Background: an optimization exercise with open tools, aiming at small area, a short achievable clock period and few clock cycles per item. Do not read the settings as production practice.
Where RTL was checked, it was by simulation tests only, not by an equivalence proof against the original.
Only the layout flow was run in run 1; the RTL was not checked for function there.
No activity file was given, so power comes from the tool's default toggle rates.

===== flow/design.v =====
package lwd_pkg;
    localparam int TIME_W = 32;
    localparam logic [TIME_W-1:0] TMO0_RST     = 32'd6000;
    localparam logic [TIME_W-1:0] TMO1_RST     = 32'd6000;
    localparam logic [TIME_W-1:0] TMO2_RST     = 32'd10000;
    localparam logic [TIME_W-1:0] COOLDOWN_RST = 32'd900000;
endpackage
module lwd_late_a
(
    input  logic [31:0] now_n,    
    input  logic [31:0] t,
    input  logic [31:0] lim,
    output logic [6:0]  part      
);
    function automatic logic [1:0] gp16(input logic [15:0] g, input logic [15:0] p);
        logic [15:0] gg;
        logic [15:0] pp;
        gg = g;
        pp = p;
        for (int w = 8; w >= 1; w = w / 2)
        begin
            for (int i = 0; i < w; i++)
            begin
                gg[i] = gg[2*i+1] | (pp[2*i+1] & gg[2*i]);
                pp[i] = pp[2*i+1] & pp[2*i];
            end
        end
        gp16 = {gg[0], pp[0]};
    endfunction
    logic [31:0] s;
    logic [31:0] c;
    logic [31:0] b;
    logic [31:0] kg, kp, wg, wp;
    logic [1:0]  k0, k1, w0, w1;
    assign s  = lim ^ t ^ now_n;
    assign c  = (lim & t) | (lim & now_n) | (t & now_n);
    assign b  = {c[30:0], 1'b1};
    assign kg = s & b;                    
    assign kp = s | b;
    assign wg = t & now_n;                
    assign wp = t | now_n;
    assign k0 = gp16(kg[15:0], kp[15:0]);
    assign k1 = gp16(kg[31:16], kp[31:16]);
    assign w0 = gp16(wg[15:0], wp[15:0]);
    assign w1 = gp16(wg[31:16], wp[31:16]);
    assign part = {c[31], k1, k0[1], w1, w0[1]};
endmodule
module lwd_late_b
(
    input  logic [6:0] part,
    output logic       late
);
    logic k;
    logic wrap;
    assign k    = part[5] | (part[4] & part[3]);
    assign wrap = part[2] | (part[1] & part[0]);
    assign late = wrap ? !(part[6] & k) : !(part[6] | k);
endmodule
import lwd_pkg::*;
module multi_module_liveness_watchdog_core
(
    input  logic        clk,
    input  logic        rst_n,
    input  logic        item_valid,
    output logic        item_stall,
    input  logic        command,
    input  logic [1:0]  module_req,
    input  logic [31:0] now_ms,
    output logic        result_valid,
    input  logic        result_stall,
    output logic        reboot,
    output logic [1:0]  reboot_module,
    output logic [2:0]  error_mask,
    output logic [1:0]  remembered_failure,
    input  logic        cfg_valid,
    output logic        cfg_ready,
    input  logic [1:0]  cfg_index,
    input  logic [31:0] cfg_data
);
    logic [31:0] tmo0_reg, tmo1_reg, tmo2_reg, cdn_reg;
    logic [31:0] kick0_reg, kick1_reg, kick2_reg;
    logic [31:0] start_reg;
    logic        deg_reg;         
    logic [1:0]  fail_reg;
    logic        iv_reg;
    logic        icmd_reg;
    logic [1:0]  imr_reg;
    logic [31:0] inown_reg;       
    logic        v2_reg;
    logic        pk_reg;
    logic        cmd2_reg;
    logic [1:0]  mr2_reg;
    logic [31:0] now2n_reg;       
    logic [6:0]  p0_reg, p1_reg, p2_reg, pc_reg;
    logic [3:0]  qv_reg;
    logic [7:0]  q0_reg, q1_reg, q2_reg, q3_reg;
    logic        stall_reg;
    logic        accept;
    logic        commit;
    logic        repl;
    logic        adv;
    logic        cap_keep;
    logic [6:0]  p0, p1, p2, pc;
    logic [2:0]  late2_reg;
    logic        cool2_reg;
    logic [2:0]  rbv;
    logic        dc;
    logic        late_f;
    logic        fvalid;
    logic        rb;
    logic [1:0]  rbmod;
    logic        deg_n;
    logic [1:0]  fail_n;
    logic        deg_eff;
    logic [2:0]  mask_n;
    logic [7:0]  res_n;
    logic        kw0, kw1, kw2, rbw;
    logic        iv_n, v2_n, pk_n;
    logic        shift;
    logic [3:0]  qv_n;
    logic [2:0]  cnt_n;
    assign cfg_ready  = 1'b1;
    assign item_stall = stall_reg;
    assign accept     = item_valid && !stall_reg;
    lwd_late_a u_a0 (.now_n(inown_reg), .t(kick0_reg), .lim(tmo0_reg), .part(p0));
    lwd_late_a u_a1 (.now_n(inown_reg), .t(kick1_reg), .lim(tmo1_reg), .part(p1));
    lwd_late_a u_a2 (.now_n(inown_reg), .t(kick2_reg), .lim(tmo2_reg), .part(p2));
    lwd_late_a u_ac (.now_n(inown_reg), .t(start_reg), .lim(cdn_reg),  .part(pc));
    lwd_late_b u_b0 (.part(p0_reg), .late(late2_reg[0]));
    lwd_late_b u_b1 (.part(p1_reg), .late(late2_reg[1]));
    lwd_late_b u_b2 (.part(p2_reg), .late(late2_reg[2]));
    lwd_late_b u_bc (.part(pc_reg), .late(cool2_reg));
    assign dc     = deg_reg && cool2_reg;
    assign rbv[0] = late2_reg[0] && (fail_reg != 2'd0 || dc);
    assign rbv[1] = late2_reg[1] && (fail_reg != 2'd1 || dc);
    assign rbv[2] = late2_reg[2] && (fail_reg != 2'd2 || dc);
    assign fvalid = (fail_reg != 2'd3);
    assign late_f = late2_reg[fail_reg];
    always_comb
    begin
        rb    = cmd2_reg && (rbv != 3'b000);
        rbmod = !cmd2_reg ? 2'd0 : rbv[0] ? 2'd0 : rbv[1] ? 2'd1 : rbv[2] ? 2'd2 : 2'd0;
        if (!cmd2_reg)
        begin
            fail_n = fail_reg;
            deg_n  = deg_reg;
        end
        else if (rbv != 3'b000)
        begin
            fail_n = rbmod;
            deg_n  = 1'b0;
        end
        else
        begin
            fail_n = (fvalid && !late_f) ? 2'd3 : fail_reg;
            deg_n  = fvalid && late_f;
        end
        mask_n = deg_n ? ((fail_n == 2'd0) ? 3'b001 : (fail_n == 2'd1) ? 3'b010 : 3'b100) : 3'b000;
        res_n  = {rb, rbmod, mask_n, fail_n};
    end
    assign commit   = v2_reg;
    assign repl     = commit && rb && iv_reg && icmd_reg;
    assign adv      = iv_reg && !repl;
    assign cap_keep = iv_reg && !adv;
    assign deg_eff  = commit ? deg_n : deg_reg;
    assign iv_n = pk_reg || cap_keep || (accept && !repl);
    assign v2_n = adv;
    assign pk_n = repl && accept;
    assign shift = qv_reg[0] && !result_stall;
    assign qv_n  = shift ? ({1'b0, qv_reg[3:1]} | ({4{commit}} & qv_reg & ~{1'b0, qv_reg[3:1]}))
                         : (qv_reg | ({4{commit}} & ~qv_reg & {qv_reg[2:0], 1'b1}));
    assign cnt_n = 3'(iv_n) + 3'(v2_n) + 3'(pk_n) + 3'(qv_n[0]) + 3'(qv_n[1]) + 3'(qv_n[2]) + 3'(qv_n[3]);
    assign rbw = commit && rb;
    assign kw0 = iv_reg && !icmd_reg && imr_reg == 2'd0;
    assign kw1 = iv_reg && !icmd_reg && imr_reg == 2'd1;
    assign kw2 = iv_reg && !icmd_reg && imr_reg == 2'd2;
    always_ff @(posedge clk or negedge rst_n)
    begin
        if (!rst_n)
        begin
            tmo0_reg  <= TMO0_RST;
            tmo1_reg  <= TMO1_RST;
            tmo2_reg  <= TMO2_RST;
            cdn_reg   <= COOLDOWN_RST;
            kick0_reg <= '0;
            kick1_reg <= '0;
            kick2_reg <= '0;
            deg_reg   <= 1'b0;
            fail_reg  <= 2'd3;
            iv_reg    <= 1'b0;
            v2_reg    <= 1'b0;
            pk_reg    <= 1'b0;
            qv_reg    <= 4'b0000;
            stall_reg <= 1'b0;
        end
        else
        begin
            if (cfg_valid)
            begin
                case (cfg_index)
                    2'd0: tmo0_reg <= cfg_data;
                    2'd1: tmo1_reg <= cfg_data;
                    2'd2: tmo2_reg <= cfg_data;
                    default: cdn_reg <= cfg_data;
                endcase
            end
            if (kw0)
                kick0_reg <= ~inown_reg;
            else if (rbw)
                kick0_reg <= ~now2n_reg;
            if (kw1)
                kick1_reg <= ~inown_reg;
            else if (rbw)
                kick1_reg <= ~now2n_reg;
            if (kw2)
                kick2_reg <= ~inown_reg;
            else if (rbw)
                kick2_reg <= ~now2n_reg;
            if (commit)
            begin
                deg_reg  <= deg_n;
                fail_reg <= fail_n;
            end
            iv_reg    <= iv_n;
            v2_reg    <= v2_n;
            pk_reg    <= pk_n;
            qv_reg    <= qv_n;
            stall_reg <= pk_n || (cnt_n >= 3'd4);
        end
    end
    always_ff @(posedge clk)
    begin
        if (adv && !deg_eff)
        begin
            start_reg <= ~inown_reg;
        end
        if (!cap_keep)
        begin
            if (pk_reg)
            begin
                icmd_reg <= cmd2_reg;
                imr_reg  <= mr2_reg;
                inown_reg <= now2n_reg;
            end
            else
            begin
                icmd_reg <= command;
                imr_reg  <= module_req;
                inown_reg <= ~now_ms;
            end
        end
        if (repl)
        begin
            cmd2_reg <= command;
            mr2_reg  <= module_req;
            now2n_reg <= ~now_ms;
        end
        else
        begin
            cmd2_reg  <= icmd_reg;
            mr2_reg   <= imr_reg;
            now2n_reg <= inown_reg;
            p0_reg    <= p0;
            p1_reg    <= p1;
            p2_reg    <= p2;
            pc_reg    <= pc;
        end
        if (shift)
        begin
            q0_reg <= qv_reg[1] ? q1_reg : res_n;
            q1_reg <= qv_reg[2] ? q2_reg : res_n;
            q2_reg <= qv_reg[3] ? q3_reg : res_n;
            q3_reg <= res_n;
        end
        else
        begin
            if (!qv_reg[0]) q0_reg <= res_n;
            if (!qv_reg[1]) q1_reg <= res_n;
            if (!qv_reg[2]) q2_reg <= res_n;
            if (!qv_reg[3]) q3_reg <= res_n;
        end
    end
    assign result_valid       = qv_reg[0];
    assign {reboot, reboot_module, error_mask, remembered_failure} = q0_reg;
endmodule

===== flow/constraint.sdc =====
create_clock -name core_clock -period 7.0 [get_ports {clk}]
set_input_delay 1.4000 -clock core_clock [delete_from_list [all_inputs] [get_ports {clk}]]
set_output_delay 1.4000 -clock core_clock [all_outputs]
set_load 0.01 [all_outputs]

===== flow/config.mk =====
export PLATFORM = sky130hd
export DESIGN_NAME = multi_module_liveness_watchdog_core
export DESIGN_NICKNAME = multi_module_liveness_watchdog_core
export VERILOG_FILES = /design/flow/design.v
export SDC_FILE = /design/flow/constraint.sdc
export NUM_CORES = 4
export LEC_CHECK = 0
export CAP_MARGIN = 20
export CORE_MARGIN = 2
export CORE_UTILIZATION = 40
export SETUP_SLACK_MARGIN = 4.5
export SLEW_MARGIN = 20
export TNS_END_PERCENT = 100

===== flow/run.sh =====
#!/bin/bash
# synth_recipe.tcl (not shown) runs the flow's synth.tcl, then flattens the netlist and writes it again
# the make line also repeats each setting of config.mk as NAME=value (left out here)
make -C /OpenROAD-flow-scripts/flow DESIGN_CONFIG=/design/flow/config.mk WORK_HOME=/design/flow/orfs CLKGATE_MAP_FILE= SYNTH_SCRIPT=/design/flow/synth_recipe.tcl finish

==> results.py, run 1 <==
metrics = {
    "routing": {
        "post_drt_wl_per_cell_um": 23.4,
        "antenna_left": 0,
        "drc": 0,
        "via_per_inst": 5.68,
        "vias": 18155,
        "drt_wl_total_um": 74800,
        "first_pass_iters": 6,
        "first_iter_violations": 1513,
    },
    "sta": {
        "setup_viol": 0,
        "hold_viol_final": 0,
        "fin_crit_sh_pct": 54.0,
        "rsz0062_at_grt": "yes",
        "tightest_slew_ns": 0.976,
        "finClkSkew_ns": 0.0363,
        "min_period_ns": 3.78,
        "slew_violations": 0,
        "fmax_mhz": 265,
        "finalHoldWorstSlack_ns": 0.451,
        "tns_ns": 0,
        "layout_setup_ws_ns": 3.22,
        "relSlewSlack_pct": 34.9,
    },
    "logic_synthesis": {
        "synthXorXnorAreaFrac_pct": 0,
        "avgSynthCellArea_sq_um": 10.4,
        "synth.most_common_cell": "inv_1",
        "synth.area.top_cells": "dfrtp_1, edfxtp_1, fa_1",
        "synth-seq-area-share_pct": 45.6,
        "syn-num-nets": 2362,
        "syn_inst": 2156,
        "synthFlopType": "dfrtp_1",
        "synth_top_area_cell": "dfrtp_1",
        "synth_edf_count": 103,
        "synth_compound_area_share_pct": 16.8,
        "synthAdderAreaFrac_pct": 14.9,
        "async_flop_share_pct": 59.2,
        "ys_ff_latch": 397,
        "synth_top_area_share_pct": 22.7,
        "yosysWarnings": 2,
        "syn-cell-area_sq_um": 22400,
        "ys_top_cells_by_count": "inv_1, a21oi_1, dfrtp_1",
        "synthMuxAreaShare_pct": 8.43,
        "synth_top_family_by_area": "compound AO/OA/AOI/OAI gates",
        "synthSimpleGateAreaFrac_pct": 8.15,
        "ys_types": 66,
    },
    "floorplan": {
        "num_rows": 86,
        "core_sq_um": 55200,
        "die_y_um": 241,
        "ios": 85,
        "start_util_pct": 40.5,
        "die_width_um": 241,
        "die_area_sq_um": 57800,
    },
    "worst_hold_path": {
        "worstHoldStart": "q3_reg[3]$_DFF_P_",
        "hold_path_end": "q3_reg[3]$_DFF_P_",
        "hp-class": "register to register",
        "min_path_cells": 2,
    },
    "finish": {
        "drive_gt1_share_pct": 34.3,
        "diodes": 0,
        "multi_input_area_sq_um": 12700,
        "postLayoutCoreUtil_pct": 54.0,
        "nets": 2617,
        "seq_area_sq_um": 10200,
        "areaGrowthSynthToFinish_pct": 33.2,
        "fillers": 4709,
        "stdcell_count": 3195,
        "final_area_sq_um": 29800,
    },
    "worst_setup_path": {
        "reg2reg_to": "p0_reg[3]$_DFFE_PP_",
        "rr_worst_depth": 11,
        "cpMaxStageDelayCell": "edfxtp_1",
        "crit_family": "adder cells",
        "regToRegSetupSlack_ns": 3.22,
        "crit_arrival_ns": 4.10,
        "cp-start-kind": "register",
        "required_ns": 7.32,
        "cp-end-kind": "register",
        "crit-reg2reg-launch": "inown_reg[1]$_DFFE_PN_",
        "critPathMaxStageDelay_ns": 0.44,
        "critPathKind": "register to register",
        "cp_common_cell": "maj3_2",
        "crit_buf_inv": 1,
        "path_cells": "buf_6, fa_1, maj3_2, maj3_2, maj3_2, maj3_2, maj3_2, maj3_2, a22o_1, a221oi_2, nor2_2",
        "worstPathMaxFanout": 3,
    },
    "placement": {
        "hpwl_um": 44700,
        "port-buffer-count": 83,
        "gp_congestion": 0.860,
        "placed_cells": 2896,
        "dpl_worst_slack_ns": 2.45,
        "placed_cell_area_sq_um": 24000,
    },
    "clock_tree": {
        "clkTransAtPathRegs_ns": 0.06,
        "cts_tree": "done",
        "cts_sinks": 397,
        "hold_buffers": 0,
        "cts-root-buf": "clkbuf_16",
        "cts-buffers-inserted": 46,
        "worstSkewPairLatency_ns": 0.60,
        "cts_buffer_depth": 3,
        "ctsHtreeMaxLevel": 2,
    },
    "pwr": {
        "p_leak_nw": 12.3,
        "peakVddDrop_uv": 255,
        "p_total_mw": 12.8,
        "power_density_nw_per_um2": 429,
    },
    "run": {
        "cap_violations": 0,
    },
    "global_routing": {
        "antenna_found_initial": 4,
        "grt_overflow": 0,
        "grt_pass1_vias": 18228,
        "grt_max_degree": 111,
        "grt_pass1_wl_um": 110000,
        "grt_use_total_pct": 25.7,
    },
    "run_status": {
        "outcome": "no timing/DRC/antenna violations",
    },
}
==> power breakdown <==
group / switching [mW] / total, mW / leakage (nW) / internal, mW
Combinational: 3.38 / 6.35 / 7.28 / 2.98
Sequential: 0.916 / 4.10 / 4.33 / 3.19
Clock: 0.998 / 2.34 / 0.694 / 1.34
Total: 5.29 / 12.8 / 12.3 / 7.51
==> logic make-up (layout without fill, tap and decap cells) <==
family	after synthesis	in the layout
compound gates	616	616
simple gates	409	416
other cells	1	1
mux	173	173
fa+ha+maj	201	201
buf+inv	359	643
flops	397	397
==> routing by layer <==
| metal | global-route usage [%] | routed length (um) | share of wire, % | vias up |
|---|---|---|---|---|
| met5 | 0 | 44 | 0.059 | - |
| met4 | 7.75 | 2250 | 3.0 | 6 |
| met3 | 5.72 | 5660 | 7.6 | 149 |
| met2 | 41.9 | 35800 | 48 | 648 |
| met1 | 34.3 | 31100 | 42 | 9236 |
| li1 | - | - | - | 8116 |
==> placed cells by master, fill, tap and decap left out, types with 50 or more instances in the layout <==
cell,n
dfrtp_1,200
dfxtp_1,59
o21ai_1,60
buf_4,112
mux2_2,122
inv_1,243
nor2_1,147
a21oi_1,113
fa_1,125
buf_6,51
clkdlybuf4s50_1,72
maj3_2,50
nand2_1,70
o21ai_0,50
a21oi_2,98
edfxtp_1,103
==> cell type report <==
type,instances,share of cell area [%]
Sequential cell,397,34.2
Inverter,254,3.30
Tap cell,748,3.14
Timing Repair inverter,3,0.147
Clock inverter,8,0.260
Timing Repair Buffer,302,11.8
Clock buffer,76,4.51
Multi-Input combinational cell,1407,42.6
==> worst max path at each step <==
stage,startpoint,end,slack [ns],cells past startpoint
final,inown_reg[1]$_DFFE_PN_,p0_reg[3]$_DFFE_PP_,3.22,11
after CTS,inown_reg[1]$_DFFE_PN_,p0_reg[3]$_DFFE_PP_,3.22,11
after global routing,p0_reg[3]$_DFFE_PP_,stall_reg$_DFF_PN0_,3.08,15
after floorplan,inown_reg[1]$_DFFE_PN_,p0_reg[3]$_DFFE_PP_,3.50,10
after detailed placement,result_stall,stall_reg$_DFF_PN0_,2.45,7
after global placement,result_stall,stall_reg$_DFF_PN0_,2.53,7
==> worst reg2reg max path, cell delays in order (launching register included) <==
cell and delay, ns:
edfxtp_1 0.44, buf_6 0.16, fa_1 0.44, maj3_2 0.31
maj3_2 0.30, maj3_2 0.32, maj3_2 0.30, maj3_2 0.30
maj3_2 0.33, a22o_1 0.28, a221oi_2 0.26, nor2_2 0.08
==> repair_timing <==
item / 4_1_cts / 5_1_grt
buffers inserted: 132 / 48
setup endpoints to repair: 377 / 510
resized for setup: 497 / 168
cloned: 31 / 4
pin swaps: 159 / 133
==> inputs of run 2 (changes only) <==
--- a/flow/design.v
+++ b/flow/design.v
@@ -95,3 +95,4 @@
     logic [3:0]  qv_reg;
-    logic [7:0]  q0_reg, q1_reg, q2_reg, q3_reg;
+    logic [7:0]  q0_reg;
+    logic [3:0]  q1_reg, q2_reg, q3_reg;
     logic        stall_reg;
@@ -116,2 +117,4 @@
     logic [7:0]  res_n;
+    logic [3:0]  resc_n;
+    logic [7:0]  q1_dec;
     logic        kw0, kw1, kw2, rbw;
@@ -120,3 +123,3 @@
     logic [3:0]  qv_n;
-    logic [2:0]  cnt_n;
+    logic        full_n;
     assign cfg_ready  = 1'b1;
@@ -159,3 +162,7 @@
         res_n  = {rb, rbmod, mask_n, fail_n};
+        resc_n = {rb, deg_n, fail_n};
     end
+    assign q1_dec = {q1_reg[3], q1_reg[3] ? q1_reg[1:0] : 2'd0,
+                     !q1_reg[2] ? 3'b000 : (q1_reg[1:0] == 2'd0) ? 3'b001 : (q1_reg[1:0] == 2'd1) ? 3'b010 : 3'b100,
+                     q1_reg[1:0]};
     assign commit   = v2_reg;
@@ -171,3 +178,4 @@
                          : (qv_reg | ({4{commit}} & ~qv_reg & {qv_reg[2:0], 1'b1}));
-    assign cnt_n = 3'(iv_n) + 3'(v2_n) + 3'(pk_n) + 3'(qv_n[0]) + 3'(qv_n[1]) + 3'(qv_n[2]) + 3'(qv_n[3]);
+    assign full_n = qv_n[3] || (qv_n[2] && (iv_reg || pk_reg || accept))
+                  || (qv_n[1] && iv_reg && (pk_reg || accept));
     assign rbw = commit && rb;
@@ -227,3 +235,3 @@
             qv_reg    <= qv_n;
-            stall_reg <= pk_n || (cnt_n >= 3'd4);
+            stall_reg <= pk_n || full_n;
         end
@@ -269,6 +277,6 @@
         begin
-            q0_reg <= qv_reg[1] ? q1_reg : res_n;
-            q1_reg <= qv_reg[2] ? q2_reg : res_n;
-            q2_reg <= qv_reg[3] ? q3_reg : res_n;
-            q3_reg <= res_n;
+            q0_reg <= qv_reg[1] ? q1_dec : res_n;
+            q1_reg <= qv_reg[2] ? q2_reg : resc_n;
+            q2_reg <= qv_reg[3] ? q3_reg : resc_n;
+            q3_reg <= resc_n;
         end
@@ -277,5 +285,5 @@
             if (!qv_reg[0]) q0_reg <= res_n;
-            if (!qv_reg[1]) q1_reg <= res_n;
-            if (!qv_reg[2]) q2_reg <= res_n;
-            if (!qv_reg[3]) q3_reg <= res_n;
+            if (!qv_reg[1]) q1_reg <= resc_n;
+            if (!qv_reg[2]) q2_reg <= resc_n;
+            if (!qv_reg[3]) q3_reg <= resc_n;
         end
==> flow/flow/run.sh (new file) <==
#!/bin/bash
# The standard layout (the standard.sh), with clock tree synthesis options
# of our own: no dummy loads for balancing.
export CTS_ARGS="-sink_clustering_enable -repair_clock_nets -sink_clustering_size 30 -sink_clustering_max_diameter 60 -dont_use_dummy_load"
bash standard.sh > standard.log 2>&1
==> flow/standard.sh (new file) <==
#!/bin/bash
# synth_recipe.tcl (not shown) runs the flow's synth.tcl, then flattens the netlist and writes it again
# the make line also repeats each setting of config.mk as NAME=value (left out here)
make -C /OpenROAD-flow-scripts/flow DESIGN_CONFIG=/design/flow/config.mk WORK_HOME=/design/flow/orfs CLKGATE_MAP_FILE= SYNTH_SCRIPT=/design/flow/synth_recipe.tcl "${@:-finish}"
--- a/flow/config.mk
+++ b/flow/config.mk
@@ -7,2 +7,3 @@
 export LEC_CHECK = 0
+export ABC_AREA = 1
 export CAP_MARGIN = 20
@@ -10,2 +11,4 @@
 export CORE_UTILIZATION = 40
+export CTS_CLUSTER_DIAMETER = 60
+export CTS_CLUSTER_SIZE = 30
 export SETUP_SLACK_MARGIN = 4.5
removed: flow/run.sh
==> results.py, run 2 <==
metrics = {
    "floorplan": {
        "die_width_um": 240,
        "die_area_sq_um": 57700,
        "core_sq_um": 55100,
        "die_y_um": 240,
        "num_rows": 86,
        "ios": 85,
        "start_util_pct": 40.5,
    },
    "worst_setup_path": {
        "crit_arrival_ns": 1.07,
        "path_cells": "buf_2",
        "startpoint": "stall_reg$_DFF_PN0_",
        "reg2reg_to": "p2_reg[4]$_DFFE_PP_",
        "rr_worst_depth": 6,
        "critPathKind": "register to primary output",
        "cp.depth": 1,
        "cp-end-kind": "primary output",
        "cp-start-kind": "register",
        "regToRegSetupSlack_ns": 4.55,
        "cp-endpoint": "item_stall",
        "required_ns": 5.60,
        "cpMaxStageDelayCell": "dfrtp_1",
        "worstPathMaxFanout": 2,
        "crit_buf_inv": 1,
        "crit_family": "flip-flops",
        "critPathMaxStageDelay_ns": 0.38,
        "crit-reg2reg-launch": "inown_reg[28]$_DFFE_PN_",
    },
    "sta": {
        "fin_crit_sh_pct": 35.4,
        "setup_viol": 0,
        "tightest_slew_ns": 0.922,
        "tns_ns": 0,
        "layout_setup_ws_ns": 4.53,
        "slew_violations": 0,
        "min_period_ns": 2.47,
        "finClkSkew_ns": 0.0479,
        "relSlewSlack_pct": 38.6,
        "rsz0062_at_grt": "yes",
        "fmax_mhz": 404,
        "hold_viol_final": 0,
    },
    "global_routing": {
        "grt_max_degree": 76,
        "grt_pass1_vias": 17859,
        "antenna_found_initial": 0,
        "grt_pass1_wl_um": 98300,
        "grt_overflow": 0,
        "grt_use_total_pct": 21.9,
    },
    "logic_synthesis": {
        "synth_top_area_cell": "dfrtp_1",
        "synth.area.top_cells": "dfrtp_1, edfxtp_1, fa_1",
        "syn_inst": 2672,
        "synth-seq-area-share_pct": 44.8,
        "ys_types": 54,
        "avgSynthCellArea_sq_um": 8.35,
        "synth_edf_count": 107,
        "synth.most_common_cell": "nand2_1",
        "synthFlopType": "dfrtp_1",
        "syn-num-nets": 2874,
        "syn-cell-area_sq_um": 22300,
        "ys_ff_latch": 385,
        "ys_top_cells_by_count": "nand2_1, inv_1, o21ai_0",
        "async_flop_share_pct": 61.0,
        "yosysWarnings": 2,
        "synth_top_area_share_pct": 22.8,
    },
    "routing": {
        "first_iter_violations": 1352,
        "dr_wl_met2_um": 29100,
        "met3_length_um": 3510,
        "drc": 0,
        "first_pass_iters": 6,
        "m1WireLength_um": 27500,
        "highest_layer": "met4",
        "antenna_left": 0,
        "drt_wl_total_um": 61700,
        "vias": 18253,
        "post_drt_wl_per_cell_um": 17.6,
        "via_per_inst": 5.19,
    },
    "clock_tree": {
        "ctsHtreeMaxLevel": 2,
        "clkTransAtPathRegs_ns": 0.07,
        "cts-buffers-inserted": 36,
        "hold_buffers": 0,
        "cts_buffer_depth": 3,
        "cts_sinks": 385,
        "worstSkewPairLatency_ns": 0.57,
        "cts-root-buf": "clkbuf_16",
        "cts_tree": "done",
    },
    "pwr": {
        "comb_power_share_pct": 43.8,
        "power.internal_mw": 5.47,
        "swShare_pct": 41.4,
        "seqPwrFrac_pct": 37.6,
        "p_leak_nw": 11.6,
        "switchingPower_mw": 3.87,
        "clock_power_share_pct": 18.6,
        "power_density_nw_per_um2": 369,
        "peakVddDrop_uv": 176,
    },
    "finish": {
        "areaGrowthSynthToFinish_pct": 13.5,
        "stdcell_count": 3514,
        "drive_gt1_share_pct": 8.13,
        "final_common_cell": "nand2_1",
        "diodes": 0,
        "fillers": 5432,
        "postLayoutCoreUtil_pct": 46.0,
        "nets": 2970,
        "seq_area_sq_um": 10000,
        "layout_common_cells": "nand2_1, inv_1, o21ai_0",
        "multi_input_area_sq_um": 10400,
    },
    "placement": {
        "dpl_worst_slack_ns": 3.23,
        "hpwl_um": 43500,
        "gp_congestion": 0.874,
        "port-buffer-count": 83,
        "placed_cells": 3421,
    },
    "worst_hold_path": {
        "hp-class": "register to register",
    },
    "run": {
        "cap_violations": 0,
    },
    "run_status": {
        "outcome": "no timing/DRC/antenna violations",
    },
}
run 2: logic make-up after synthesis:
group | Yosys count | synth area share [%]
AO/OA/AOI/OAI | 654 | 15.9
other | 1 | 0.0168
AND/OR/NAND/NOR | 980 | 18.3
adder cells (fa/ha/maj) | 130 | 11.6
flip-flops | 385 | 44.8
buffers and inverters | 522 | 9.33
run 2: layout make-up:
cell class | instances | area share [%]
multi-input cells | 1765 | 41.0
flip-flops and latches | 385 | 39.5
inverters | 422 | 6.39
repair buffers | 158 | 5.90
well taps | 748 | 3.70
clock buffers | 36 | 3.56
run 2: worst min-delay path by stage:
stage	start	endpoint	slack, ns	cells past startpoint
detailed placement	cdn_reg[22]$_DFFE_PN0P_	cdn_reg[22]$_DFFE_PN0P_	0.47	2
global placement	tmo1_reg[15]$_DFFE_PN0P_	tmo1_reg[15]$_DFFE_PN0P_	0.47	2
floorplan	cdn_reg[10]$_DFFE_PN0P_	cdn_reg[10]$_DFFE_PN0P_	0.45	2
finish	tmo2_reg[12]$_DFFE_PN0P_	tmo2_reg[12]$_DFFE_PN0P_	0.48	2
CTS	cdn_reg[22]$_DFFE_PN0P_	cdn_reg[22]$_DFFE_PN0P_	0.49	2
global route	cdn_reg[12]$_DFFE_PN1P_	cdn_reg[12]$_DFFE_PN1P_	0.51	2
run 2: timing repair:
item / CTS / global route
setup buffers: 26 / 31
endpoints found under the setup margin: 209 / 249
pin swaps: 2 / 12
resized for setup: 66 / 35
run 2: tightest hold or removal path: stages, from the launching register on:
cell and delay (ns):
dfrtp_1 0.34, nand2_1 0.05, o21ai_0 0.06
run 2: power groups by stage:
stage                     clock network, mW  logic (mW)  registers [mW]
final                                  1.73        4.09            3.52
after global routing                   1.87        4.68            3.61
after CTS                              1.78        4.00            3.53
after detailed placement                  0        3.91            3.59
after global placement                    0        3.78            3.56
after floorplan                           0        2.84            3.45
run 2: layer usage:
layer	global-route usage, %	vias up
met5	0	-
met3	2.97	82
li1	-	8873
met1	30.1	8792
met4	6.00	0
met2	36.4	506
run 2: through the flow:
| stage | total power, mW | hold slack (ns) | area, sq um |
|---|---|---|---|
| floorplan | 6.29 | 0.453 | 22300 |
| global placement | 7.35 | 0.467 | 23700 |
| detailed placement | 7.50 | 0.473 | 23800 |
| CTS | 9.31 | 0.488 | 25000 |
| global route | 10.2 | 0.510 | 25300 |
| finish | 9.34 | 0.484 | 25300 |
Testbench counts of run 2, summed over its fixed seeds: cycles 12,035, items 12,000.
==> inputs of run 3 (changes only) <==
==> flow/run.sh (new file) <==
#!/bin/bash
# synth_recipe.tcl (not shown) runs the flow's synth.tcl, then flattens the netlist and writes it again
# the make line also repeats each setting of config.mk as NAME=value (left out here)
make -C /OpenROAD-flow-scripts/flow DESIGN_CONFIG=/design/flow/config.mk WORK_HOME=/design/flow/orfs CLKGATE_MAP_FILE= SYNTH_SCRIPT=/design/flow/synth_recipe.tcl finish
--- a/flow/config.mk
+++ b/flow/config.mk
@@ -13,3 +13,3 @@
 export CTS_CLUSTER_SIZE = 30
-export SETUP_SLACK_MARGIN = 4.5
+export SETUP_SLACK_MARGIN = 4.8
 export SLEW_MARGIN = 20
removed: flow/flow/run.sh
removed: flow/standard.sh
==> results.py, run 3 <==
metrics = {
    "run_status": {
        "outcome": "no timing/DRC/antenna violations",
    },
    "floorplan": {
        "ios": 85,
        "die_y_um": 240,
        "start_util_pct": 40.5,
        "die_area_sq_um": 57700,
        "die_width_um": 240,
        "core_sq_um": 55100,
        "num_rows": 86,
    },
    "placement": {
        "port-buffer-count": 83,
        "hpwl_um": 44100,
        "gp_congestion": 0.866,
    },
    "pwr": {
        "peakVddDrop_uv": 212,
        "power_density_nw_per_um2": 390,
        "p_leak_nw": 12.3,
        "p_total_mw": 10.5,
    },
    "global_routing": {
        "antenna_found_initial": 1,
        "grt_pass1_wl_um": 103000,
        "grt_max_degree": 76,
        "grt_overflow": 0,
        "grt_pass1_vias": 18185,
        "grt_use_total_pct": 23.1,
    },
    "sta": {
        "rsz0062_at_grt": "yes",
        "tns_ns": 0,
        "fin_crit_sh_pct": 36.0,
        "tightest_slew_ns": 0.816,
        "hold_viol_final": 0,
        "slew_violations": 0,
        "setup_viol": 0,
        "relSlewSlack_pct": 45.6,
        "min_period_ns": 2.52,
        "finClkSkew_ns": 0.0346,
        "fmax_mhz": 397,
    },
    "routing": {
        "first_pass_iters": 6,
        "antenna_left": 0,
        "drt_wl_total_um": 70700,
        "vias": 19262,
        "post_drt_wl_per_cell_um": 19.6,
        "drc": 0,
        "via_per_inst": 5.33,
        "first_iter_violations": 1635,
    },
    "worst_setup_path": {
        "crit-reg2reg-launch": "inown_reg[16]$_DFFE_PN_",
        "cp-start-kind": "register",
        "regToRegSetupSlack_ns": 4.55,
        "worstPathMaxFanout": 1,
        "critPathKind": "register to primary output",
        "crit_buf_inv": 1,
        "reg2reg_to": "p1_reg[5]$_DFFE_PP_",
        "required_ns": 5.60,
        "cpMaxStageDelayCell": "edfxtp_1",
        "critPathMaxStageDelay_ns": 0.38,
        "cp-end-kind": "primary output",
        "crit_family": "flip-flops",
        "rr_worst_depth": 9,
        "crit_arrival_ns": 1.12,
        "path_cells": "buf_2",
    },
    "clock_tree": {
        "ctsHtreeMaxLevel": 2,
        "cts_sinks": 385,
        "cts_tree": "done",
        "cts_buffer_depth": 3,
        "cts-root-buf": "clkbuf_16",
        "hold_buffers": 0,
        "cts-buffers-inserted": 40,
        "worstSkewPairLatency_ns": 0.59,
        "clkTransAtPathRegs_ns": 0.09,
    },
    "run": {
        "cap_violations": 0,
    },
    "logic_synthesis": {
        "synth_edf_count": 107,
        "ys_top_cells_by_count": "nand2_1, inv_1, o21ai_0",
        "synth.most_common_cell": "nand2_1",
        "synthFlopType": "dfrtp_1",
        "syn-cell-area_sq_um": 22300,
        "syn-num-nets": 2874,
        "syn_inst": 2672,
        "ys_types": 54,
        "synth.area.top_cells": "dfrtp_1, edfxtp_1, fa_1",
        "async_flop_share_pct": 61.0,
        "avgSynthCellArea_sq_um": 8.35,
        "synth_top_area_share_pct": 22.8,
        "yosysWarnings": 2,
        "ys_ff_latch": 385,
        "synth_top_area_cell": "dfrtp_1",
        "synth-seq-area-share_pct": 44.8,
    },
    "worst_hold_path": {
        "hold_path_end": "cdn_reg[24]$_DFFE_PN0P_",
        "min_path_cells": 2,
        "worstHoldStart": "cdn_reg[24]$_DFFE_PN0P_",
        "hp-class": "register to register",
    },
    "finish": {
        "areaGrowthSynthToFinish_pct": 20.7,
        "diodes": 0,
        "layout_common_cells": "nand2_1, inv_1, o21ai_0",
        "final_common_cell": "nand2_1",
        "drive_gt1_share_pct": 13.7,
        "nets": 3035,
    },
}
## run 3: cell counts after synthesis
Identical to the previous run, type by type.
## run 3: layout make-up
cell class	instances	area (sq um)
clock inverter	30	353
sequential	385	10000
timing repair buffer	211	2080
fill	5316	28200
inverter	422	1630
multi-input combinational	1773	10900
clock buffer	44	1070
tap	748	936
## run 3: worst max path at each step
stage	start	endpoint	slack, ns	cells after the start
3_3_place_gp	pc_reg[6]$_DFFE_PP_	kick1_reg[16]$_DFFE_PN0P_	3.71	10
6_report	q0_reg[0]$_DFFE_PP_	remembered_failure[0]	4.48	1
3_5_place_dp	pc_reg[4]$_DFFE_PP_	kick1_reg[15]$_DFFE_PN0P_	3.55	10
5_1_grt	inown_reg[16]$_DFFE_PN_	p2_reg[5]$_DFFE_PP_	4.44	10
4_1_cts	q0_reg[0]$_DFFE_PP_	remembered_failure[0]	4.45	1
2_1_floorplan	result_stall	q1_reg[0]$_DFFE_PP_	4.81	4
## run 3: kinds of logic after synthesis
family	synth area share, %
compound gates	15.9
fa+ha+maj	11.6
buf+inv	9.33
flops	44.8
other cells	0.0168
simple gates	18.3
## run 3: metal layers
layer  share of wire [%]  wire (um)  track usage, %
met5                   0          0               0
met4                 3.0       2140            6.66
met3                 6.8       4780            2.63
met2                  47      32900            38.4
met1                  44      30900            31.9
## run 3: report_power, final
part | switching [mW] | total, mW | leakage (nW) | internal, mW
combinational | 2.91 | 4.63 | 7.25 | 1.73
clock | 1.07 | 2.34 | 0.701 | 1.27
sequential | 0.505 | 3.54 | 4.34 | 3.03
## run 3: per-stage QoR
| stage | std cells | hold slack [ns] | instance area, sq um | utilization [%] | setup WS, ns |
|---|---|---|---|---|---|
| after floorplan | 2672 | 0.453 | 22300 | - | 4.81 |
| after global placement | 3417 | 0.468 | 23800 | 43.1 | 3.71 |
| after detailed placement | 3417 | 0.474 | 23800 | 43.1 | 3.55 |
| after CTS | 3574 | 0.492 | 26100 | 47.4 | 4.45 |
| after global routing | 3613 | 0.509 | 26900 | 48.9 | 4.44 |
| final | 3613 | 0.490 | 26900 | 48.9 | 4.48 |
## run 3: worst min-delay path: stages (launching register included)
cell	delay (ns)
dfrtp_1	0.35
nand2_1	0.05
o21ai_0	0.06
## run 3: repair_timing
item / CTS / global route
buffers inserted: 80 / 27
hold endpoints to repair: 0 / 0
setup endpoints to repair: 390 / 420
pin swaps: 15 / 56
resized for setup: 136 / 94
cloned: 3 / 12
==> inputs of run 4 (changes only) <==
--- a/flow/config.mk
+++ b/flow/config.mk
@@ -13,3 +13,3 @@
 export CTS_CLUSTER_SIZE = 30
-export SETUP_SLACK_MARGIN = 4.8
+export SETUP_SLACK_MARGIN = 4.5
 export SLEW_MARGIN = 20
==> results.py, run 4 <==
metrics = {
    "run_status": {
        "outcome": "no timing/DRC/antenna violations",
    },
    "sta": {
        "tightest_slew_ns": 0.889,
        "setup_viol": 0,
        "rsz0062_at_grt": "yes",
        "slew_violations": 0,
        "relSlewSlack_pct": 40.7,
        "tns_ns": 0,
        "fin_crit_sh_pct": 35.5,
        "finalHoldWorstSlack_ns": 0.486,
        "min_period_ns": 2.48,
        "layout_setup_ws_ns": 4.52,
        "hold_viol_final": 0,
        "finClkSkew_ns": 0.0290,
        "fmax_mhz": 403,
    },
    "floorplan": {
        "die_y_um": 240,
        "num_rows": 86,
        "die_width_um": 240,
        "die_area_sq_um": 57700,
        "core_sq_um": 55100,
        "ios": 85,
        "start_util_pct": 40.5,
    },
    "logic_synthesis": {
        "synthXorXnorAreaFrac_pct": 0,
        "yosysWarnings": 2,
        "syn-cell-area_sq_um": 22300,
        "synthSimpleGateAreaFrac_pct": 18.3,
        "synth_top_area_share_pct": 22.8,
        "synthAdderAreaFrac_pct": 11.6,
        "ys_top_cells_by_count": "nand2_1, inv_1, o21ai_0",
        "synth_top_family_by_area": "simple AND/OR/NAND/NOR gates",
        "synthMuxAreaShare_pct": 0,
        "synthFlopType": "dfrtp_1",
        "ys_ff_latch": 385,
        "synth_compound_area_share_pct": 15.9,
        "ys_types": 54,
        "synth_edf_count": 107,
        "synth.most_common_cell": "nand2_1",
        "synth_top_area_cell": "dfrtp_1",
        "synth.area.top_cells": "dfrtp_1, edfxtp_1, fa_1",
        "syn_inst": 2672,
        "avgSynthCellArea_sq_um": 8.35,
        "async_flop_share_pct": 61.0,
        "syn-num-nets": 2874,
        "synth-seq-area-share_pct": 44.8,
    },
    "clock_tree": {
        "hold_buffers": 0,
        "worstSkewPairLatency_ns": 0.57,
        "ctsHtreeMaxLevel": 2,
        "cts-buffers-inserted": 36,
        "cts_sinks": 385,
        "clkTransAtPathRegs_ns": 0.08,
        "cts_buffer_depth": 3,
        "cts-root-buf": "clkbuf_16",
        "cts_tree": "done",
    },
    "pwr": {
        "swShare_pct": 41.8,
        "power.internal_mw": 5.58,
        "peakVddDrop_uv": 178,
        "p_leak_nw": 11.7,
        "power_density_nw_per_um2": 375,
        "comb_power_share_pct": 42.7,
        "seqPwrFrac_pct": 36.7,
        "switchingPower_mw": 4.01,
        "clock_power_share_pct": 20.6,
    },
    "routing": {
        "vias": 18430,
        "post_drt_wl_per_cell_um": 17.5,
        "drc": 0,
        "drt_wl_total_um": 62100,
        "first_iter_violations": 1372,
        "first_pass_iters": 7,
        "via_per_inst": 5.20,
        "antenna_left": 0,
    },
    "worst_setup_path": {
        "cp-start-kind": "register",
        "cpMaxStageDelayCell": "dfrtp_1",
        "critPathKind": "register to primary output",
        "worstPathMaxFanout": 2,
        "crit_family": "flip-flops",
        "required_ns": 5.60,
        "crit_buf_inv": 1,
        "path_cells": "buf_2",
        "cp-end-kind": "primary output",
        "crit_arrival_ns": 1.08,
        "critPathMaxStageDelay_ns": 0.38,
    },
    "placement": {
        "gp_congestion": 0.874,
        "port-buffer-count": 83,
        "dpl_worst_slack_ns": 3.23,
        "hpwl_um": 43500,
    },
    "worst_hold_path": {
        "hp-class": "register to register",
    },
    "global_routing": {
        "grt_pass1_wl_um": 98500,
        "grt_pass1_vias": 17996,
        "antenna_found_initial": 1,
        "grt_overflow": 0,
        "grt_use_total_pct": 22.0,
        "grt_max_degree": 76,
    },
    "finish": {
        "diodes": 0,
        "final_common_cell": "nand2_1",
        "layout_common_cells": "nand2_1, inv_1, o21ai_0",
        "drive_gt1_share_pct": 8.76,
        "nets": 2972,
        "fillers": 5418,
        "areaGrowthSynthToFinish_pct": 14.6,
    },
    "run": {
        "cap_violations": 0,
    },
}
==> run 4: cell types whose count changed in the layout (fill, tap and decap cells not counted), sizes merged, moves of 2 or more <==
| cell | before | now |
|---|---|---|
| buf | 133 | 88 |
| bufinv | 3 | 0 |
| clkbuf | 50 | 44 |
| clkdlybuf4s50 | 68 | 71 |
| clkinv | 16 | 13 |
| dlymetal6s2s | 3 | 1 |
| inv | 425 | 420 |
| nand2 | 680 | 674 |
==> run 4: per-stage QoR <==
stage	power (mW)	instances	utilization (%)	area, sq um
3_5_place_dp	7.50	3421	43.2	23800
2_1_floorplan	6.29	2672	-	22300
4_1_cts	9.56	3515	45.8	25200
3_3_place_gp	7.35	3419	43.1	23700
6_report	9.59	3544	46.4	25600
5_1_grt	10.4	3544	46.4	25600
==> run 4: worst paths after layout <==
kind                                           from                   endpoint  slack (ns)  depth (start not counted)
min reg2reg                tmo2_reg[12]$_DFFE_PN0P_   tmo2_reg[12]$_DFFE_PN0P_        0.49                          2
max reg2reg                 inown_reg[30]$_DFFE_PN_        p1_reg[5]$_DFFE_PP_        4.52                          7
min in group asynchronous                     rst_n           pk_reg$_DFF_PN0_        0.82                          1
max in group asynchronous                     rst_n  kick0_reg[17]$_DFFE_PN0P_        4.93                          2
max                             stall_reg$_DFF_PN0_                 item_stall        4.52                          1
min                        tmo2_reg[12]$_DFFE_PN0P_   tmo2_reg[12]$_DFFE_PN0P_        0.49                          2
==> run 4: kinds of logic after synthesis <==
group,count (synthesis)
AO/OA/AOI/OAI,654
adder cells (fa/ha/maj),130
buffers and inverters,522
flip-flops,385
other,1
AND/OR/NAND/NOR,980
==> run 4: layout make-up <==
| type | count | area, sq um | area share [%] |
|---|---|---|---|
| clock inverters | 20 | 181 | 0.710 |
| well taps | 748 | 936 | 3.66 |
| inverters | 422 | 1620 | 6.34 |
| multi-input cells | 1765 | 10400 | 40.5 |
| repair buffers | 160 | 1500 | 5.87 |
| flip-flops and latches | 385 | 10000 | 39.1 |
| clock buffers | 44 | 962 | 3.77 |
==> run 4: per-layer routing <==
metal | part of all wire, % | vias to the layer above | track usage [%]
met5 | 0.026 | - | 0
met1 | 45 | 8947 | 29.9
met2 | 47 | 474 | 36.0
met3 | 5.4 | 97 | 3.48
met4 | 3.0 | 2 | 7.17
li1 | - | 8910 | -
==> run 4: power by group through the flow <==
stage	combinational, mW	clock (mW)	sequential, mW
after CTS	4.01	2.03	3.53
after global placement	3.78	0	3.56
after detailed placement	3.91	0	3.59
after global routing	4.68	2.13	3.61
after floorplan	2.84	0	3.45
final	4.10	1.98	3.51
==> run 4: timing repair <==
action	in CTS	in global routing
cloned	0	0
pin swaps	2	11
resized for setup	66	30
setup endpoints to repair	218	248
buffers inserted	30	29
==> inputs of run 5 (changes only) <==
--- a/flow/design.v
+++ b/flow/design.v
@@ -270,7 +270,7 @@
             now2n_reg <= inown_reg;
-            p0_reg    <= p0;
-            p1_reg    <= p1;
-            p2_reg    <= p2;
-            pc_reg    <= pc;
-        end
+        end
+        p0_reg <= p0;
+        p1_reg <= p1;
+        p2_reg <= p2;
+        pc_reg <= pc;
         if (shift)
==> results.py, run 5 <==
metrics = {
    "run_status": {
        "outcome": "no timing/DRC/antenna violations",
    },
    "pwr": {
        "power.internal_mw": 5.60,
        "seqPwrFrac_pct": 35.9,
        "p_total_mw": 9.61,
        "power_density_nw_per_um2": 381,
        "swShare_pct": 41.7,
        "peakVddDrop_uv": 186,
        "clock_power_share_pct": 23.3,
        "p_leak_nw": 11.5,
        "switchingPower_mw": 4.01,
        "comb_power_share_pct": 40.8,
    },
    "sta": {
        "finClkSkew_ns": 0.0261,
        "tns_ns": 0,
        "finalHoldWorstSlack_ns": 0.485,
        "layout_setup_ws_ns": 4.50,
        "slew_violations": 0,
        "relSlewSlack_pct": 33.8,
        "fin_crit_sh_pct": 35.8,
        "hold_viol_final": 0,
        "fmax_mhz": 399,
        "min_period_ns": 2.50,
        "tightest_slew_ns": 0.993,
        "rsz0062_at_grt": "yes",
        "setup_viol": 0,
    },
    "finish": {
        "areaGrowthSynthToFinish_pct": 15.7,
        "nets": 2912,
        "diodes": 0,
        "drive_gt1_share_pct": 8.80,
        "multi_input_area_sq_um": 10300,
        "final_common_cell": "nand2_1",
        "layout_common_cells": "nand2_1, o21ai_0, inv_1",
        "fillers": 5273,
        "seq_area_sq_um": 9720,
        "final_area_sq_um": 25200,
    },
    "worst_setup_path": {
        "crit-reg2reg-launch": "kick2_reg[31]$_DFFE_PN0P_",
        "cpMaxStageDelayCell": "dfrtp_1",
        "critPathMaxStageDelay_ns": 0.39,
        "crit_buf_inv": 1,
        "crit_family": "flip-flops",
        "critPathKind": "register to primary output",
        "startpoint": "stall_reg$_DFF_PN0_",
        "worstPathMaxFanout": 2,
        "cp-start-kind": "register",
        "path_cells": "buf_2",
        "required_ns": 5.60,
        "cp-end-kind": "primary output",
        "crit_arrival_ns": 1.10,
    },
    "clock_tree": {
        "cts_buffer_depth": 3,
        "clkTransAtPathRegs_ns": 0.08,
        "worstSkewPairLatency_ns": 0.59,
        "ctsHtreeMaxLevel": 2,
        "cts-root-buf": "clkbuf_16",
        "cts_tree": "done",
        "cts-buffers-inserted": 37,
        "cts_sinks": 385,
        "hold_buffers": 0,
    },
    "floorplan": {
        "die_area_sq_um": 56400,
        "die_width_um": 237,
        "num_rows": 85,
        "die_y_um": 237,
        "ios": 85,
        "core_sq_um": 53800,
        "start_util_pct": 40.5,
    },
    "logic_synthesis": {
        "synth_edf_count": 79,
        "syn-num-nets": 2815,
        "async_flop_share_pct": 61.0,
        "synth-seq-area-share_pct": 44.6,
        "synth.most_common_cell": "nand2_1",
        "ys_top_cells_by_count": "nand2_1, o21ai_0, inv_1",
        "yosysWarnings": 2,
        "synth_top_area_cell": "dfrtp_1",
        "synth.area.top_cells": "dfrtp_1, fa_1, nand2_1",
        "syn_inst": 2613,
        "synth_top_area_share_pct": 23.3,
        "ys_ff_latch": 385,
        "syn-cell-area_sq_um": 21800,
        "ys_types": 49,
        "synthFlopType": "dfrtp_1",
        "avgSynthCellArea_sq_um": 8.34,
    },
    "placement": {
        "gp_congestion": 0.891,
        "port-buffer-count": 83,
        "hpwl_um": 42100,
        "placed_cell_area_sq_um": 23200,
        "dpl_worst_slack_ns": 3.19,
    },
    "routing": {
        "via_per_inst": 5.25,
        "post_drt_wl_per_cell_um": 17.9,
        "first_pass_iters": 5,
        "drc": 0,
        "vias": 18019,
        "first_iter_violations": 1371,
        "antenna_left": 0,
        "drt_wl_total_um": 61600,
    },
    "global_routing": {
        "grt_pass1_wl_um": 97600,
        "grt_use_total_pct": 22.1,
        "grt_pass1_vias": 17685,
        "grt_overflow": 0,
        "antenna_found_initial": 2,
        "grt_max_degree": 127,
    },
    "worst_hold_path": {
        "worstHoldStart": "tmo0_reg[18]$_DFFE_PN0P_",
        "hp-class": "register to register",
    },
    "run": {
        "cap_violations": 0,
    },
}
-- run 5: metal layers --
layer / wire length (um) / GRT usage (%)
met4: 1300 / 5.51
met2: 29600 / 37.5
met3: 3130 / 3.04
met5: 32 / 0
met1: 27500 / 29.8
-- run 5: power by group through the flow --
stage / sequential [mW] / clock [mW] / combinational (mW)
2_1_floorplan: 3.37 / 0 / 2.70
3_3_place_gp: 3.49 / 0 / 3.62
3_5_place_dp: 3.52 / 0 / 3.74
4_1_cts: 3.46 / 2.30 / 3.84
5_1_grt: 3.54 / 2.38 / 4.47
6_report: 3.45 / 2.24 / 3.92
-- run 5: cells by family (layout without fill, tap and decap cells) --
group | count (synthesis) | in the layout | share of synthesized area, %
adders and majority gates | 132 | 132 | 11.9
buffers and inverters | 490 | 613 | 8.90
AOI/OAI and AO/OA | 651 | 651 | 16.4
other | 1 | 1 | 0.0172
and+or+nand+nor | 954 | 957 | 18.2
DFF | 385 | 385 | 44.6
-- run 5: metrics by stage --
| stage | std cells | utilization (%) |
|---|---|---|
| 3_5_place_dp | 3300 | 43.1 |
| 5_1_grt | 3435 | 46.9 |
| 2_1_floorplan | 2613 | - |
| 6_report | 3435 | 46.9 |
| 4_1_cts | 3407 | 46.2 |
| 3_3_place_gp | 3299 | 43.1 |
-- run 5: layout make-up --
type / count / area share [%]
multi-input cells: 1741 / 40.9
flip-flops and latches: 385 / 38.5
repair buffers: 161 / 5.95
inverters: 384 / 5.82
clock buffers: 40 / 3.88
well taps: 696 / 3.45
clock inverters: 28 / 1.51
-- run 5: tightest hold or removal path: cells and delay by family (launching register included) --
family	cells	cell delay [ns]
DFF	1	0.34
AOI/OAI and AO/OA	1	0.06
and+or+nand+nor	1	0.05
-- run 5: final timing paths --
path                                        endpoint  slack [ns]  cells after the start
setup / recovery                          item_stall        4.50                      1
hold / removal              tmo0_reg[18]$_DFFE_PN0P_        0.48                      2
setup reg to reg                   p2_reg[5]$_DFF_P_        4.52                      7
hold reg to reg             tmo0_reg[18]$_DFFE_PN0P_        0.48                      2
max in group asynchronous  kick0_reg[13]$_DFFE_PN0P_        4.89                      2
min in group asynchronous   tmo0_reg[25]$_DFFE_PN0P_        0.86                      1
-- run 5: timing repair --
action,CTS,global route
buffers inserted,38,26
pin swaps,2,3
setup endpoints to repair,171,224
gates resized for setup,57,26
gates cloned,1,2
Testbench counts of run 5, summed over its fixed seeds: cycles 12,035, items 12,000.
==> inputs of run 6 (changes only) <==
==> flow/flow/run.sh (new file) <==
#!/bin/bash
# The standard layout (the standard.sh), with clock tree synthesis options
# of our own: no dummy loads for balancing, larger sink clusters.
export CTS_ARGS="-sink_clustering_enable -repair_clock_nets -sink_clustering_size 40 -sink_clustering_max_diameter 80 -dont_use_dummy_load"
bash standard.sh > standard.log 2>&1
==> flow/standard.sh (new file) <==
#!/bin/bash
# synth_recipe.tcl (not shown) runs the flow's synth.tcl, then flattens the netlist and writes it again
# the make line also repeats each setting of config.mk as NAME=value (left out here)
make -C /OpenROAD-flow-scripts/flow DESIGN_CONFIG=/design/flow/config.mk WORK_HOME=/design/flow/orfs CLKGATE_MAP_FILE= SYNTH_SCRIPT=/design/flow/synth_recipe.tcl "${@:-finish}"
removed: flow/run.sh
==> results.py, run 6 <==
metrics = {
    "sta": {
        "slew_violations": 0,
        "finClkSkew_ns": 0.0362,
        "min_period_ns": 2.53,
        "hold_viol_final": 0,
        "relSlewSlack_pct": 33.5,
        "tightest_slew_ns": 0.998,
        "fmax_mhz": 395,
        "setup_viol": 0,
        "tns_ns": 0,
        "fin_crit_sh_pct": 36.2,
        "rsz0062_at_grt": "yes",
        "finalHoldWorstSlack_ns": 0.484,
    },
    "logic_synthesis": {
        "synth-seq-area-share_pct": 44.6,
        "ys_types": 49,
        "ys_top_cells_by_count": "nand2_1, o21ai_0, inv_1",
        "avgSynthCellArea_sq_um": 8.34,
        "synth.area.top_cells": "dfrtp_1, fa_1, nand2_1",
        "syn_inst": 2613,
        "ys_ff_latch": 385,
        "yosysWarnings": 2,
        "syn-num-nets": 2815,
        "async_flop_share_pct": 61.0,
        "synth_top_area_cell": "dfrtp_1",
        "synth_edf_count": 79,
        "synth.most_common_cell": "nand2_1",
        "syn-cell-area_sq_um": 21800,
        "synthFlopType": "dfrtp_1",
        "synth_top_area_share_pct": 23.3,
    },
    "worst_hold_path": {
        "worstHoldStart": "tmo0_reg[18]$_DFFE_PN0P_",
        "min_path_cells": 2,
        "hp-class": "register to register",
        "hold_path_end": "tmo0_reg[18]$_DFFE_PN0P_",
    },
    "finish": {
        "nets": 2899,
        "diodes": 0,
        "layout_common_cells": "nand2_1, o21ai_0, inv_1",
        "seq_area_sq_um": 9720,
        "multi_input_area_sq_um": 10300,
        "final_common_cell": "nand2_1",
        "drive_gt1_share_pct": 7.35,
        "areaGrowthSynthToFinish_pct": 12.3,
        "fillers": 5327,
        "final_area_sq_um": 24500,
        "postLayoutCoreUtil_pct": 45.5,
    },
    "global_routing": {
        "grt_use_total_pct": 21.7,
        "grt_pass1_wl_um": 96800,
        "grt_pass1_vias": 17551,
        "antenna_found_initial": 1,
        "grt_overflow": 0,
        "grt_max_degree": 127,
    },
    "floorplan": {
        "ios": 85,
        "num_rows": 85,
        "die_area_sq_um": 56400,
        "start_util_pct": 40.5,
        "die_y_um": 237,
        "core_sq_um": 53800,
        "die_width_um": 237,
    },
    "pwr": {
        "peakVddDrop_uv": 184,
        "seqPwrFrac_pct": 39.0,
        "swShare_pct": 42.0,
        "power.internal_mw": 5.12,
        "power_density_nw_per_um2": 361,
        "switchingPower_mw": 3.71,
        "p_leak_nw": 11.2,
        "clock_power_share_pct": 16.8,
        "comb_power_share_pct": 44.2,
    },
    "run": {
        "cap_violations": 0,
    },
    "run_status": {
        "outcome": "no timing/DRC/antenna violations",
    },
    "worst_setup_path": {
        "worstPathMaxFanout": 1,
        "cp-end-kind": "primary output",
        "cp-start-kind": "register",
        "required_ns": 5.60,
        "crit_arrival_ns": 1.13,
        "cpMaxStageDelayCell": "edfxtp_1",
        "regToRegSetupSlack_ns": 4.51,
        "path_cells": "buf_2",
        "reg2reg_to": "p2_reg[5]$_DFF_P_",
        "critPathKind": "register to primary output",
        "crit-reg2reg-launch": "inown_reg[28]$_DFFE_PN_",
        "critPathMaxStageDelay_ns": 0.39,
        "crit_buf_inv": 1,
        "rr_worst_depth": 7,
        "crit_family": "flip-flops",
    },
    "clock_tree": {
        "hold_buffers": 0,
        "cts-buffers-inserted": 28,
        "cts-root-buf": "clkbuf_16",
        "worstSkewPairLatency_ns": 0.59,
        "cts_tree": "done",
        "ctsHtreeMaxLevel": 1,
        "cts_sinks": 385,
        "clkTransAtPathRegs_ns": 0.09,
        "cts_buffer_depth": 3,
    },
    "routing": {
        "post_drt_wl_per_cell_um": 18.0,
        "drt_wl_total_um": 61100,
        "antenna_left": 0,
        "via_per_inst": 5.25,
        "first_iter_violations": 1332,
        "vias": 17805,
        "drc": 0,
        "first_pass_iters": 5,
    },
    "placement": {
        "port-buffer-count": 83,
        "placed_cell_area_sq_um": 23200,
        "hpwl_um": 42100,
        "gp_congestion": 0.891,
    },
}
==> run 6: cell count changes in the layout (fill, tap and decap cells not counted), moves of 2 or more <==
cell        change
buf_6           -2
bufinv_16       -2
clkbuf_16      -11
clkinv_4        -2
inv_6           -2
inv_12          -6
inv_8           -6
clkinvlp_4      -2
clkinv_8        -6
==> run 6: cells by family (layout without fill, tap and decap cells) <==
group | after synthesis | in the layout | share of synthesized area, %
DFF | 385 | 385 | 44.6
buffers and inverters | 490 | 570 | 8.90
AOI/OAI and AO/OA | 651 | 651 | 16.4
and+or+nand+nor | 954 | 956 | 18.2
adders and majority gates | 132 | 132 | 11.9
other | 1 | 1 | 0.0172
==> run 6: worst max-delay path by stage <==
stage,to,slack (ns),start,depth (start not counted)
floorplan,q1_reg[0]$_DFFE_PP_,4.62,result_stall,4
global placement,stall_reg$_DFF_PN0_,3.14,result_stall,7
detailed placement,stall_reg$_DFF_PN0_,3.19,result_stall,7
CTS,remembered_failure[1],4.42,q0_reg[1]$_DFFE_PP_,1
global route,start_reg[0]$_DFFE_PP_,4.37,fail_reg[0]$_DFFE_PN1P_,11
finish,remembered_failure[1],4.47,q0_reg[1]$_DFFE_PP_,1
==> run 6: what timing repair did <==
action | 4_1_cts | 5_1_grt
pin swaps | 2 | 1
resized for setup | 57 | 20
cloned | 1 | 2
buffers inserted | 40 | 20
setup endpoints to repair | 172 | 221
==> run 6: cell type report <==
| type | count | share of cell area, % |
|---|---|---|
| Timing Repair inverter | 1 | 0.0204 |
| Tap cell | 696 | 3.56 |
| Inverter | 384 | 5.99 |
| Sequential cell | 385 | 39.7 |
| Multi-Input combinational cell | 1740 | 42.0 |
| Timing Repair Buffer | 157 | 5.95 |
| Clock buffer | 28 | 2.86 |
==> run 6: layer usage <==
layer | vias up | GRT usage (%) | part of all wire [%]
met1 | 8625 | 29.7 | 45
met2 | 432 | 37.3 | 48
met4 | 2 | 5.47 | 2.6
met5 | - | 0 | 0.021
met3 | 86 | 1.87 | 4.6
li1 | 8660 | - | -
==> run 6: through the flow <==
stage	instances	setup WS [ns]	power (mW)
final	3391	4.47	8.83
after global routing	3391	4.37	9.58
after CTS	3369	4.42	8.83
after detailed placement	3300	3.19	7.26
after global placement	3299	3.14	7.12
after floorplan	2613	4.62	6.07
==> run 6: power by group through the flow <==
stage | registers (mW) | logic (mW) | clock network [mW]
floorplan | 3.37 | 2.70 | 0
global placement | 3.49 | 3.62 | 0
detailed placement | 3.52 | 3.74 | 0
CTS | 3.46 | 3.85 | 1.52
global route | 3.54 | 4.45 | 1.59
finish | 3.45 | 3.90 | 1.48
==> inputs of run 7 (changes only) <==
--- a/flow/design.v
+++ b/flow/design.v
@@ -270,7 +270,7 @@
             now2n_reg <= inown_reg;
-        end
-        p0_reg <= p0;
-        p1_reg <= p1;
-        p2_reg <= p2;
-        pc_reg <= pc;
+            p0_reg    <= p0;
+            p1_reg    <= p1;
+            p2_reg    <= p2;
+            pc_reg    <= pc;
+        end
         if (shift)
==> results.py, run 7 <==
metrics = {
    "pwr": {
        "p_total_mw": 9.06,
        "peakVddDrop_uv": 181,
        "p_leak_nw": 11.4,
        "power_density_nw_per_um2": 361,
    },
    "global_routing": {
        "grt_pass1_wl_um": 98000,
        "antenna_found_initial": 2,
        "grt_use_total_pct": 21.7,
        "grt_max_degree": 76,
        "grt_overflow": 0,
        "grt_pass1_vias": 17882,
    },
    "routing": {
        "vias": 18225,
        "via_per_inst": 5.20,
        "post_drt_wl_per_cell_um": 17.6,
        "antenna_left": 0,
        "drt_wl_total_um": 61600,
        "first_iter_violations": 1360,
        "first_pass_iters": 7,
        "drc": 0,
    },
    "logic_synthesis": {
        "synth_top_area_cell": "dfrtp_1",
        "synth_top_area_share_pct": 22.8,
        "synth_edf_count": 107,
        "synth-seq-area-share_pct": 44.8,
        "ys_ff_latch": 385,
        "ys_top_cells_by_count": "nand2_1, inv_1, o21ai_0",
        "syn_inst": 2672,
        "synth.most_common_cell": "nand2_1",
        "synth.area.top_cells": "dfrtp_1, edfxtp_1, fa_1",
        "yosysWarnings": 2,
        "async_flop_share_pct": 61.0,
        "synthFlopType": "dfrtp_1",
        "syn-cell-area_sq_um": 22300,
        "ys_types": 54,
        "avgSynthCellArea_sq_um": 8.35,
        "syn-num-nets": 2874,
    },
    "worst_setup_path": {
        "cpMaxStageDelayCell": "edfxtp_1",
        "required_ns": 5.60,
        "crit_arrival_ns": 1.12,
        "cp-end-kind": "primary output",
        "crit_buf_inv": 1,
        "rr_worst_depth": 7,
        "worstPathMaxFanout": 1,
        "path_cells": "buf_2",
        "cp-start-kind": "register",
        "cp.depth": 1,
        "crit_family": "flip-flops",
        "critPathKind": "register to primary output",
        "critPathMaxStageDelay_ns": 0.38,
    },
    "clock_tree": {
        "worstSkewPairLatency_ns": 0.60,
        "cts-buffers-inserted": 27,
        "clkTransAtPathRegs_ns": 0.10,
        "cts_buffer_depth": 3,
        "cts_sinks": 385,
        "ctsHtreeMaxLevel": 1,
        "cts-root-buf": "clkbuf_16",
        "cts_tree": "done",
        "hold_buffers": 0,
    },
    "floorplan": {
        "core_sq_um": 55100,
        "die_width_um": 240,
        "die_area_sq_um": 57700,
        "num_rows": 86,
        "ios": 85,
        "start_util_pct": 40.5,
        "die_y_um": 240,
    },
    "sta": {
        "fmax_mhz": 396,
        "fin_crit_sh_pct": 36.1,
        "finalHoldWorstSlack_ns": 0.481,
        "rsz0062_at_grt": "yes",
        "tightest_slew_ns": 0.908,
        "hold_viol_final": 0,
        "relSlewSlack_pct": 39.4,
        "min_period_ns": 2.52,
        "tns_ns": 0,
        "finClkSkew_ns": 0.0510,
        "setup_viol": 0,
        "slew_violations": 0,
    },
    "worst_hold_path": {
        "min_path_cells": 2,
        "hp-class": "register to register",
    },
    "placement": {
        "placed_cells": 3421,
        "placed_cell_area_sq_um": 23800,
        "hpwl_um": 43500,
        "port-buffer-count": 83,
        "gp_congestion": 0.874,
    },
    "run_status": {
        "outcome": "no timing/DRC/antenna violations",
    },
    "finish": {
        "stdcell_count": 3504,
        "final_area_sq_um": 25100,
        "diodes": 0,
        "areaGrowthSynthToFinish_pct": 12.5,
        "nets": 2960,
        "final_common_cell": "nand2_1",
        "layout_common_cells": "nand2_1, inv_1, o21ai_0",
        "drive_gt1_share_pct": 7.62,
    },
    "run": {
        "cap_violations": 0,
    },
}
-- run 7: changes by cell type after synthesis, moves of 7 or more --
cell	before	now
a21oi_1	72	83
clkbuf_1	81	69
dfxtp_1	71	43
edfxtp_1	79	107
inv_1	377	411
nand2_1	651	670
nand3_1	127	134
nand3b_1	10	3
-- run 7: where the power goes --
group | switching, mW | internal (mW) | total (mW) | leakage, nW
Clock | 0.764 | 0.679 | 1.44 | 0.333
Sequential | 0.480 | 3.03 | 3.51 | 4.34
Combinational | 2.57 | 1.53 | 4.10 | 6.76
Total | 3.82 | 5.24 | 9.06 | 11.4
-- run 7: cells by family after synthesis --
group,after synthesis,share of synthesized area (%)
buffers and inverters,522,9.33
other,1,0.0168
AOI/OAI and AO/OA,654,15.9
adders and majority gates,130,11.6
and+or+nand+nor,980,18.3
DFF,385,44.8
-- run 7: what timing repair did --
item                       in CTS  in global routing
setup buffers                  31                 25
resized for setup              68                 29
setup endpoints to repair     219                242
pin swaps                       2                  7
-- run 7: worst reg2reg max path, stage by stage, from the launching register on --
cell and delay (ns):
edfxtp_1 0.51, fa_1 0.58, nor2_1 0.07, a21oi_1 0.31, nand3_1 0.19, nor3_4 0.24, nand2_1 0.18, nand4_1 0.23
-- run 7: metrics by stage --
stage	setup WS, ns	utilization (%)
3_5_place_dp	3.23	43.2
5_1_grt	4.42	45.6
6_report	4.48	45.6
3_3_place_gp	3.20	43.1
4_1_cts	4.44	45.0
2_1_floorplan	4.57	-
-- run 7: path summary, 6_finish.rpt --
kind,startpoint,endpoint,slack (ns)
max,q0_reg[6]$_DFFE_PP_,reboot_module[1],4.48
min,tmo1_reg[15]$_DFFE_PN0P_,tmo1_reg[15]$_DFFE_PN0P_,0.48
max reg2reg,inown_reg[31]$_DFFE_PN_,p1_reg[5]$_DFFE_PP_,4.53
min reg2reg,tmo1_reg[15]$_DFFE_PN0P_,tmo1_reg[15]$_DFFE_PN0P_,0.48
max in group asynchronous,rst_n,cdn_reg[20]$_DFFE_PN0P_,4.90
min in group asynchronous,rst_n,deg_reg$_DFF_PN0_,0.81
-- run 7: cell type report --
class | instances | area, sq um
fillers | 5454 | 30000
well taps | 748 | 936
repair buffers | 157 | 1500
clock buffers | 27 | 676
inverters | 422 | 1620
multi-input cells | 1765 | 10400
flip-flops and latches | 385 | 10000
-- run 7: metal layers --
layer  vias up  GRT usage (%)  share of wire [%]
li1       8851              -                  -
met1      8801           30.0                 45
met2       486           36.3                 47
met3        85           2.30                5.4
met4         2           5.89                2.6
met5         -              0              0.021
Testbench counts of run 7, summed over its fixed seeds: cycles 12,035, items 12,000.

[static timing again, ports no longer ideal]
The results above use ideal ports. As a check the final layouts listed here were re-extracted and re-timed, cells and wires unchanged. Step 1 assumes that a clkbuf_16 drives the clock port and a buf_2 every other input. Step 2 adds t to the input delays and takes it off the output delays; t is the mean of the earliest and latest rising clock arrival at the registers after step 1. Input paths then give back, and output paths get back, about the clock's delay inside the block. a / b / c = ideal / step 1 / step 2; a / b = the first two.
run	t, ns	slack for setup (ns)	worst hold slack (ns)	pins driven straight from the clock port
run 1	0.643	3.223 / 3.223 / 2.947	0.451 / 0.451 / 0.451	1
run 2	0.602	4.525 / 4.467 / 4.095	0.484 / 0.484 / 0.484	1
run 3	0.629	4.480 / 4.422 / 4.286	0.490 / 0.490 / 0.490	1
run 4	0.617	4.518 / 4.459 / 4.079	0.486 / 0.486 / 0.486	1
run 5	0.631	4.496 / 4.437 / 4.062	0.485 / 0.485 / 0.485	1
run 6	0.637	4.466 / 4.407 / 4.017	0.484 / 0.484 / 0.484	1
run 7	0.621	4.476 / 4.422 / 3.992	0.481 / 0.481 / 0.481	1
After both steps setup and hold are still met in every run listed. For run 7, which loses most, drivers alone change the setup slack by -0.054 ns; drivers and shift together by -0.484 ns.
